From an optimization exercise on the open Yosys and OpenROAD flow, aimed at small area, a short achievable clock period and few clock cycles per item; shortcuts taken in it are not production practice.
Where RTL was checked, it was by simulation tests only, not by an equivalence proof against the original.

the reference run:
==> module cpu_top, before the edit <==
module cpu_top (
    input  logic        clk,
    input  logic        reset,
    output logic [31:0] instr_addr,
    input  logic [31:0] instr_data,
    output logic        wb_cyc_o,
    output logic        wb_stb_o,
    output logic        wb_we_o,
    output logic [31:0] wb_adr_o,
    output logic [31:0] wb_dat_o,
    input  logic        wb_ack_i,
    input  logic [31:0] wb_dat_i
);
    logic [31:2] pc;
    logic        e_wr, e_ld, e_st;      
    logic        e_sub, e_add, e_and, e_or, e_slt;
    logic        e_far, e_fad, e_fan;   
    logic        e_fbr, e_fbd, e_fbn;   
    logic        e_brp, e_brn;          
    logic        e_bdp, e_bdn;          
    logic        e_obn;                 
    logic        e_imb;                 
    logic [4:0]  e_rd;
    logic [31:0] e_a, e_b;
    logic [11:0] e_imm;
    logic        m_wr, m_ld, m_mem, m_st;
    logic [4:0]  m_rd;
    logic [31:0] m_res, m_sd;
    logic [31:0] regs [1:31];
    logic        busy;
    logic [31:0] wd;
    assign busy = m_mem && !wb_ack_i;
    assign wd   = m_ld ? wb_dat_i : m_res;
    assign wb_cyc_o = m_mem;
    assign wb_stb_o = m_mem;
    assign wb_we_o  = m_st;
    assign wb_adr_o = m_res;
    assign wb_dat_o = m_sd;
    always_ff @(posedge clk) begin
        if (m_wr && !busy) regs[m_rd] <= wd;
    end
    logic [31:0] ins;
    logic [6:0]  opc;
    logic [2:0]  f3;
    logic [4:0]  rs1, rs2, rd;
    logic        is_ld, is_st, is_ai, is_r, f3_ok, r_ok, d_wr, d_sub;
    logic [31:0] rv1, rv2;
    assign ins   = instr_data;
    assign opc   = ins[6:0];
    assign f3    = ins[14:12];
    assign rd    = ins[11:7];
    assign rs1   = ins[19:15];
    assign rs2   = ins[24:20];
    assign is_ld = (opc == 7'b0000011);
    assign is_st = (opc == 7'b0100011);
    assign is_ai = (opc == 7'b0010011);
    assign is_r  = (opc == 7'b0110011);
    assign f3_ok = (f3 == 3'b000) || (f3 == 3'b111) || (f3 == 3'b110) || (f3 == 3'b010);
    assign r_ok  = (ins[31:25] == 7'b0000000 && f3_ok) ||
                   (ins[31:25] == 7'b0100000 && f3 == 3'b000);
    assign d_wr  = (is_ld || (is_ai && f3_ok) || (is_r && r_ok)) && (rd != 5'd0);
    assign d_sub = (is_r && ins[30]) || ((is_r || is_ai) && f3 == 3'b010);
    logic [31:1] oh1, oh2;
    logic [31:0] mx1, mx2;
    logic        byp1, byp2;
    always_comb begin
        mx1 = '0;
        mx2 = '0;
        for (int i = 1; i < 32; i++) begin
            oh1[i] = (rs1 == 5'(i));
            oh2[i] = (rs2 == 5'(i));
            mx1 = mx1 | (regs[i] & {32{oh1[i]}});
            mx2 = mx2 | (regs[i] & {32{oh2[i]}});
        end
    end
    assign byp1 = m_wr && m_rd == rs1;
    assign byp2 = m_wr && m_rd == rs2;
    assign rv1  = byp1 ? wd : mx1;
    assign rv2  = byp2 ? wd : mx2;
    always_ff @(posedge clk) begin
        if (reset) begin
            pc   <= '0;
            e_wr <= 1'b0;
            e_ld <= 1'b0;
            e_st <= 1'b0;
        end else if (!busy) begin
            pc   <= pc + 30'd1;
            e_wr <= d_wr;
            e_ld <= is_ld;
            e_st <= is_st;
        end
    end
    always_ff @(posedge clk) begin
        if (!busy) begin
            e_sub <= d_sub;
            e_add <= !((is_r || is_ai) && (f3 == 3'b111 || f3 == 3'b110 || f3 == 3'b010));
            e_and <= (is_r || is_ai) && f3 == 3'b111;
            e_or  <= (is_r || is_ai) && f3 == 3'b110;
            e_slt <= (is_r || is_ai) && f3 == 3'b010;
            e_far <= e_wr && !e_ld && e_rd == rs1;
            e_fad <= e_wr &&  e_ld && e_rd == rs1;
            e_fan <= !(e_wr && e_rd == rs1);
            e_fbr <= e_wr && !e_ld && e_rd == rs2;
            e_fbd <= e_wr &&  e_ld && e_rd == rs2;
            e_fbn <= !(e_wr && e_rd == rs2);
            e_brp <= is_r && e_wr && !e_ld && e_rd == rs2 && !d_sub;
            e_brn <= is_r && e_wr && !e_ld && e_rd == rs2 &&  d_sub;
            e_bdp <= is_r && e_wr &&  e_ld && e_rd == rs2 && !d_sub;
            e_bdn <= is_r && e_wr &&  e_ld && e_rd == rs2 &&  d_sub;
            e_obn <= is_r && !(e_wr && e_rd == rs2);
            e_imb <= !is_r;
            e_rd  <= rd;
            e_a   <= rv1;
            e_b   <= d_sub ? ~rv2 : rv2;
            e_imm <= d_sub ? ~ins[31:20] : is_st ? {ins[31:25], ins[11:7]} : ins[31:20];
        end
    end
    assign instr_addr = {pc, 2'b00};
    logic [31:0] opa, opr2, opbx, sum, res;
    logic        lt;
    assign opa  = (m_res & {32{e_far}}) | (wb_dat_i & {32{e_fad}}) | (e_a & {32{e_fan}});
    assign opr2 = (m_res & {32{e_fbr}}) | (wb_dat_i & {32{e_fbd}}) | (e_b & {32{e_fbn}});
    assign opbx = (m_res & {32{e_brp}}) | (~m_res & {32{e_brn}}) |
                  (wb_dat_i & {32{e_bdp}}) | (~wb_dat_i & {32{e_bdn}}) |
                  (e_b & {32{e_obn}}) | ({{20{e_imm[11]}}, e_imm} & {32{e_imb}});
    logic [32:0] sum33;
    assign sum33 = {opa, 1'b1} + {opbx, e_sub};
    assign sum   = sum33[32:1];
    assign lt  = (opa[31] == opbx[31]) ? opa[31] : sum[31];
    logic [31:0] lres;
    assign lres = ((opa & opbx) & {32{e_and}}) | ((opa | opbx) & {32{e_or}}) | {31'd0, lt & e_slt};
    assign res  = e_add ? sum : lres;
    always_ff @(posedge clk) begin
        if (reset) begin
            m_wr  <= 1'b0;
            m_ld  <= 1'b0;
            m_mem <= 1'b0;
            m_st  <= 1'b0;
        end else if (!busy) begin
            m_wr  <= e_wr;
            m_ld  <= e_ld;
            m_mem <= e_ld || e_st;
            m_st  <= e_st;
        end
    end
    always_ff @(posedge clk) begin
        if (!busy) begin
            m_rd  <= e_rd;
            m_res <= res;
            m_sd  <= opr2;
        end
    end
endmodule
make LEC_CHECK=0 CAP_MARGIN=25 CORE_MARGIN=2 CORE_UTILIZATION=50 CTS_BUF_LIST='sky130_fd_sc_hd__clkbuf_4 sky130_fd_sc_hd__clkbuf_8' GPL_ROUTABILITY_DRIVEN=1 SETUP_SLACK_MARGIN=3.0 SLEW_MARGIN=25 finish   # period 6.5 ns
run.sh (not shown) runs the stock make flow with config.mk's settings and CLKGATE_MAP_FILE= SYNTH_SCRIPT=/design/flow/synth_recipe.tcl, a recipe that flattens the netlist after the stock synthesis.
What the trial run does differently from the reference run at the input level:
--- a/flow/design.v
+++ b/flow/design.v
@@ -15,11 +15,9 @@
     logic        e_wr, e_ld, e_st;      
     logic        e_sub, e_add, e_and, e_or, e_slt;
     logic        e_far, e_fad, e_fan;   
     logic        e_fbr, e_fbd, e_fbn;   
-    logic        e_brp, e_brn;          
-    logic        e_bdp, e_bdn;          
-    logic        e_obn;                 
+    logic        e_obr, e_obd, e_obn;   
     logic        e_imb;                 
     logic [4:0]  e_rd;
     logic [31:0] e_a, e_b;
     logic [11:0] e_imm;
@@ -58,9 +56,9 @@
     assign f3_ok = (f3 == 3'b000) || (f3 == 3'b111) || (f3 == 3'b110) || (f3 == 3'b010);
     assign r_ok  = (ins[31:25] == 7'b0000000 && f3_ok) ||
                    (ins[31:25] == 7'b0100000 && f3 == 3'b000);
     assign d_wr  = (is_ld || (is_ai && f3_ok) || (is_r && r_ok)) && (rd != 5'd0);
-    assign d_sub = (is_r && ins[30]) || ((is_r || is_ai) && f3 == 3'b010);
+    assign d_sub = is_r && ins[30];
     logic [31:1] oh1, oh2;
     logic [31:0] mx1, mx2;
     logic        byp1, byp2;
     always_comb begin
@@ -91,9 +89,9 @@
         end
     end
     always_ff @(posedge clk) begin
         if (!busy) begin
-            e_sub <= d_sub;
+            e_sub <= d_sub || (f3 == 3'b010 && (is_r || is_ai));
             e_add <= !((is_r || is_ai) && (f3 == 3'b111 || f3 == 3'b110 || f3 == 3'b010));
             e_and <= (is_r || is_ai) && f3 == 3'b111;
             e_or  <= (is_r || is_ai) && f3 == 3'b110;
             e_slt <= (is_r || is_ai) && f3 == 3'b010;
@@ -102,34 +100,53 @@
             e_fan <= !(e_wr && e_rd == rs1);
             e_fbr <= e_wr && !e_ld && e_rd == rs2;
             e_fbd <= e_wr &&  e_ld && e_rd == rs2;
             e_fbn <= !(e_wr && e_rd == rs2);
-            e_brp <= is_r && e_wr && !e_ld && e_rd == rs2 && !d_sub;
-            e_brn <= is_r && e_wr && !e_ld && e_rd == rs2 &&  d_sub;
-            e_bdp <= is_r && e_wr &&  e_ld && e_rd == rs2 && !d_sub;
-            e_bdn <= is_r && e_wr &&  e_ld && e_rd == rs2 &&  d_sub;
+            e_obr <= is_r && e_wr && !e_ld && e_rd == rs2;
+            e_obd <= is_r && e_wr &&  e_ld && e_rd == rs2;
             e_obn <= is_r && !(e_wr && e_rd == rs2);
             e_imb <= !is_r;
             e_rd  <= rd;
             e_a   <= rv1;
-            e_b   <= d_sub ? ~rv2 : rv2;
-            e_imm <= d_sub ? ~ins[31:20] : is_st ? {ins[31:25], ins[11:7]} : ins[31:20];
+            e_b   <= rv2;
+            e_imm <= is_st ? {ins[31:25], ins[11:7]} : ins[31:20];
         end
     end
     assign instr_addr = {pc, 2'b00};
-    logic [31:0] opa, opr2, opbx, sum, res;
+    logic [31:0] opa, opr2, opb, opbx, sum, res;
     logic        lt;
     assign opa  = (m_res & {32{e_far}}) | (wb_dat_i & {32{e_fad}}) | (e_a & {32{e_fan}});
     assign opr2 = (m_res & {32{e_fbr}}) | (wb_dat_i & {32{e_fbd}}) | (e_b & {32{e_fbn}});
-    assign opbx = (m_res & {32{e_brp}}) | (~m_res & {32{e_brn}}) |
-                  (wb_dat_i & {32{e_bdp}}) | (~wb_dat_i & {32{e_bdn}}) |
+    assign opb  = (m_res & {32{e_obr}}) | (wb_dat_i & {32{e_obd}}) |
                   (e_b & {32{e_obn}}) | ({{20{e_imm[11]}}, e_imm} & {32{e_imb}});
-    logic [32:0] sum33;
-    assign sum33 = {opa, 1'b1} + {opbx, e_sub};
-    assign sum   = sum33[32:1];
-    assign lt  = (opa[31] == opbx[31]) ? opa[31] : sum[31];
+    assign opbx = opb ^ {32{e_sub}};
+    logic [31:0] g0, p0;
+    logic [31:0] gk [0:5];
+    logic [31:0] pk [0:5];
+    logic [32:0] cy;
+    assign g0 = opa & opbx;
+    assign p0 = opa ^ opbx;
+    always_comb begin
+        gk[0] = g0;
+        pk[0] = p0;
+        gk[0][0] = g0[0] | (p0[0] & e_sub);
+        for (int l = 0; l < 5; l++) begin
+            for (int i = 0; i < 32; i++) begin
+                if (i >= (1 << l)) begin
+                    gk[l+1][i] = gk[l][i] | (pk[l][i] & gk[l][i - (1 << l)]);
+                    pk[l+1][i] = pk[l][i] & pk[l][i - (1 << l)];
+                end else begin
+                    gk[l+1][i] = gk[l][i];
+                    pk[l+1][i] = pk[l][i];
+                end
+            end
+        end
+        cy = {gk[5], e_sub};
+    end
+    assign sum = p0 ^ cy[31:0];
+    assign lt  = (opa[31] ^ opb[31]) ? opa[31] : sum[31];
     logic [31:0] lres;
-    assign lres = ((opa & opbx) & {32{e_and}}) | ((opa | opbx) & {32{e_or}}) | {31'd0, lt & e_slt};
+    assign lres = ((opa & opb) & {32{e_and}}) | ((opa | opb) & {32{e_or}}) | {31'd0, lt & e_slt};
     assign res  = e_add ? sum : lres;
     always_ff @(posedge clk) begin
         if (reset) begin
             m_wr  <= 1'b0;
==> comparison <==
- Cmp the trial run and the reference run / proportion of cell area occupied by registers / lower: the reference run
- Relative to the reference run, the final cell count of the trial run is lower by 386.
- Compared with the reference run, the trial run shows a higher global-route usage.
- The trial run vs the reference run: proportion of cell area occupied by multi-input gates down in the trial run
- Via count: the trial run vs the reference run down 1,035
- Post-cts sizing count, the trial run and the reference run: larger value in the trial run
- Taking the reference run as the reference point, the via count of the first global-routing pass of the trial run falls by 850.
- The reference run vs the trial run, cell with the largest stage delay on the worst path: fa_2 vs edfxtp_1
- On routed wire length, the trial run does better than the reference run.
- [the trial run] number of buffers created by CTS rose 1.0% relative to the reference run
- Cmp the trial run vs the reference run: data arrival time of the worst path lower in the trial run
- Diff the trial run..the reference run | reported max-cap violation count | unchanged
- Between the reference run and the trial run, the total of endpoints with negative setup slack in the final report figures differ only marginally.
- Against the reference run as the reference, the trial run delivers a lower shortest clock period the worst path allows after layout.
- In the tables for the trial run and the reference run, routed length on met2 reads lower with the trial run.
Testbench counts of the trial run, summed over its fixed seeds: cycles 8,263, instrs 8,247.
No functional check of the RTL was part of the reference run.

-- separate check: timing with driven ports --
In the flow no input, the clock included, has a driving cell. The finished layouts below were timed again as built, in two steps. Step 1 (the two cells are an assumption about what drives the block):
set clk [get_ports {clk}]
set_driving_cell -lib_cell sky130_fd_sc_hd__clkbuf_16 $clk
set_driving_cell -lib_cell sky130_fd_sc_hd__buf_2 [delete_from_list [all_inputs] $clk]
Step 2 also shifts input and output timing later by t, the mid clock arrival at the registers, as if the neighbouring blocks saw the same clock. a / b / c = no drivers / after step 1 / after step 2; a / b = the first two.
run | shift t [ns] | setup slack, ns | latest minus earliest clock arrival (ns)
the reference run | 0.972 | 2.579 / 2.579 / 1.682 | 0.054 / 0.055
the trial run | 0.980 | 2.809 / 2.809 / 1.882 | 0.075 / 0.075
After both steps every run listed still meets setup and hold. For the trial run, which loses most, drivers alone change the setup slack by 0.000 ns; drivers and shift together by -0.927 ns.
